From an optimization exercise on the open Yosys and OpenROAD flow, aimed at small area, a short achievable clock period and few clock cycles per item; shortcuts taken in it are not production practice. The RTL was checked by simulation tests, not by an equivalence proof against the original design.

## before
## rms_top
module rms_top
(
	input  logic        CLOCK_50,
	input  logic        rst_n,
	input  logic        src_empty,
	input  logic [31:0] src_readdata,
	input  logic        snk_full,
	output logic        src_read,
	output logic        snk_write,
	output logic [31:0] snk_writedata,
	output logic [6:0]  hex0,
	output logic [6:0]  hex1,
	output logic [6:0]  hex2,
	output logic [6:0]  hex3,
	output logic [6:0]  hex4,
	output logic [6:0]  hex5
);
Size in the first run: ~3500 cells after synthesis, about 420 flip-flops, roughly 110 I/O pins.
clock: 10.0 ns
lec_check: 0
abc_area: 1
cap_margin: 20
core_margin: 2
core_utilization: 40
setup_slack_margin: 5
slew_margin: 20
run.sh (not shown) runs the stock make flow with config.mk's settings and CLKGATE_MAP_FILE= SYNTH_SCRIPT=/design/flow/synth_recipe.tcl, a recipe that flattens the netlist after the stock synthesis.
before: flow completed, timing, DRC and antenna clean
Testbench counts of before, summed over its fixed seeds: cycles 4,192, items 4,096.
Relative to before, the following input files were edited for after:
- CTS_BUF_LIST now sky130_fd_sc_hd__clkbuf_8, previously not set
==> flow/flow/run.sh (new file) <==
#!/bin/bash
set -euo pipefail
bash standard.sh SETUP_SLACK_MARGIN=5.5 finish > make_finish.log 2>&1
==> flow/standard.sh (new file) <==
#!/bin/bash
# synth_recipe.tcl (not shown) runs the flow's synth.tcl, then flattens the netlist and writes it again
# the make line also repeats each setting of config.mk as NAME=value (left out here)
make -C /OpenROAD-flow-scripts/flow DESIGN_CONFIG=/design/flow/config.mk WORK_HOME=/design/flow/orfs CLKGATE_MAP_FILE= SYNTH_SCRIPT=/design/flow/synth_recipe.tcl "${@:-finish}"
removed: flow/run.sh
--- outcome ---
Sequential share of cell area delta for after relative to before: 2.3 points lower
Worst hold slack, before and after: lower on before

* * *

rms_top again, from the RTL that the note above started with.
export LEC_CHECK = 0
export ABC_AREA = 1
export CAP_MARGIN = 20
export CORE_MARGIN = 2
export CORE_UTILIZATION = 45
export CTS_BUF_LIST = sky130_fd_sc_hd__clkbuf_8
export SETUP_SLACK_MARGIN = 5
export SLEW_MARGIN = 20
create_clock -name core_clock -period 10.0 [get_ports {CLOCK_50}]
Stock flow here: none of the scripts above is used.
Testbench counts at the start, summed over its fixed seeds: cycles 4,192, items 4,096.
Next try:
- CORE_UTILIZATION: 45 -> 40
- SETUP_SLACK_MARGIN: 5 -> 4.8
Effect: Critical path depth is unchanged; worst hold slack is better by 0.0048 ns; cell count rose by about 1.8%; utilization fell by 7.4 points.
Next try:
- GPL_ROUTABILITY_DRIVEN: default -> 0
Outcome: Die area stays the same; setup slack is unchanged; worst hold slack stays the same; synthesized area does not change; sequential cell count does not change.
Next try:
- CORE_UTILIZATION: 40 -> 50
- CTS_BUF_LIST: sky130_fd_sc_hd__clkbuf_8 -> default
- GPL_ROUTABILITY_DRIVEN: 0 -> default
- PLACE_DENSITY: default -> 0.7
- SETUP_SLACK_MARGIN: 4.8 -> 5
Outcome:
- critical path depth is higher by 32
- die area is lower by 20%
- cell area is higher by 2.5%
- wire length is higher by 2.8%
- cell count is lower by 4.2%
- via count is higher by 3.2%
- clock skew is lower by 0.0098 ns

* * *

== run A ==
rms_top, a different RTL version from the one above (not shown whole).
Size in the first run: about 350 flip-flops, ~110 I/O pins, roughly 29,000 um2 of cells after synthesis.
// rms_top
module rms_top
(
	input  logic        CLOCK_50,
	input  logic        rst_n,
	input  logic        src_empty,
	input  logic [31:0] src_readdata,
	input  logic        snk_full,
	output logic        src_read,
	output logic        snk_write,
	output logic [31:0] snk_writedata,
	output logic [6:0]  hex0,
	output logic [6:0]  hex1,
	output logic [6:0]  hex2,
	output logic [6:0]  hex3,
	output logic [6:0]  hex4,
	output logic [6:0]  hex5
);
	localparam logic [14:0] BND = 15'b010_1010_1010_0100;
	logic        run_q;
	logic        pend_q;
	logic        vsk_q;
	logic [15:0] xs_q;
	logic        va_q;
	logic [15:0] xa_q;
	logic        vs_q;
	logic [34:0] s_q;
	logic [2:0]  ks_q;
	logic [2:0]  wcnt_q;
	logic        ov_q;
	logic [15:0] out_q;
	logic [3:0]  pos_q;
	logic        adv;
	logic [34:0] acc;
	assign adv = !ov_q || !snk_full;
	assign snk_write = ov_q && !snk_full;
	assign src_read = run_q && !src_empty && !vsk_q && adv;
	assign snk_writedata = {16'h0000, out_q};
	always_ff @(posedge CLOCK_50 or negedge rst_n)
	begin
		if (!rst_n)
		begin
			run_q <= 1'b0;
			pend_q <= 1'b0;
			vsk_q <= 1'b0;
			va_q <= 1'b0;
			vs_q <= 1'b0;
			wcnt_q <= '0;
		end
		else
		begin
			run_q <= 1'b1;
			pend_q <= src_read;
			if (adv)
			begin
				va_q <= pend_q || vsk_q;
				vsk_q <= 1'b0;
				vs_q <= va_q;
				if (va_q)
					wcnt_q <= wcnt_q + 3'd1;
			end
			else if (pend_q)
				vsk_q <= 1'b1;
		end
	end
	assign acc = ((wcnt_q == 3'd0) ? 35'd0 : s_q) +
  ...
Settings: LEC_CHECK=0, CAP_MARGIN=20, CORE_MARGIN=2, CORE_UTILIZATION=40, SETUP_SLACK_MARGIN=5, SLEW_MARGIN=20; clock period 10.0 ns.
Testbench counts of run A, summed over its fixed seeds: cycles 4,176, items 4,096.
Setup changes, run A to run B
Settings: ABC_AREA: unset -> 1.
Notes after the runs:
- The worst hold slack in run B sits 6.1 ps above the value recorded for run A.
- Sort run A and run B by synthesized area asc -> top: run B
- Run B ended with less transition at the pin with the smallest max-transition slack than run A.
- Run comparison: run A origin of the worst setup path s_q[32]; run B origin of the worst setup path wcnt_q[0]
- Looking at final critical-path share of the clock period, run B sits 4.5 points lower than run A does.
- Standard cell area after detailed placement, run A and run B: smaller value in run B
- Taking run A as the reference, in run B multi-input combinational gate total now larger, die footprint now smaller.
- In the tables for run A and run B, number of antenna violations at the first check in global routing reads lower with run A.
- s_q[28] as the capture point of the worst path was reported by run B, and g_step[3].genblk1.g_reg.dr_q[2] by run A.
For run C, these inputs were changed with respect to run B:
Settings: SETUP_SLACK_MARGIN no longer set, was 5.
==> comparison <==
- Run C: no failed stages, no open violations at the end
- Run B has completed all stages; timing, DRC and antenna checks passed.
- Summary: count of vias placed by the detailed router, run C better than run B
- Route | run C vs run B | wire shorter in run C

what the ideal ports hide:
In the flow no input, the clock included, has a driving cell. The finished layouts below were timed again as built, in two steps. Step 1 assumes that a clkbuf_16 drives the clock port and a buf_2 every other input. Step 2 times the ports against the registers' clock, not the clock port: input delays grow and output delays shrink by t, the midpoint of the rising clock arrivals with the driver on. Three values: ideal, step 1, step 2; two values: the first two.
run | t, ns | slack for setup (ns) | worst setup path after step 2 | slew at the worst register clock pin (ns)
before | 0.637 | 5.051 / 5.031 / 5.031 | input to output | 0.06 / 0.06
after | 0.705 | 5.344 / 5.320 / 5.320 | input to output | 0.06 / 0.06
the first run of note 2 | 0.695 | 5.079 / 5.058 / 5.058 | input to output | 0.07 / 0.07
the second run of note 2 | 0.700 | 4.972 / 4.952 / 4.952 | input to output | 0.07 / 0.07
the third run of note 2 | 0.700 | 4.972 / 4.952 / 4.952 | input to output | 0.07 / 0.07
the fourth run of note 2 | 0.634 | 5.005 / 5.005 / 5.005 | register to register | 0.06 / 0.06
run A | 0.639 | 3.187 / 3.187 / 3.187 | register to register | 0.06 / 0.06
run B | 0.629 | 3.642 / 3.642 / 3.642 | register to register | 0.06 / 0.06
run C | 0.637 | 2.401 / 2.401 / 2.401 | register to register | 0.06 / 0.06
After both steps every run listed still meets setup and hold. For after, which loses most, drivers alone change the setup slack by -0.024 ns; drivers and shift together by -0.024 ns.
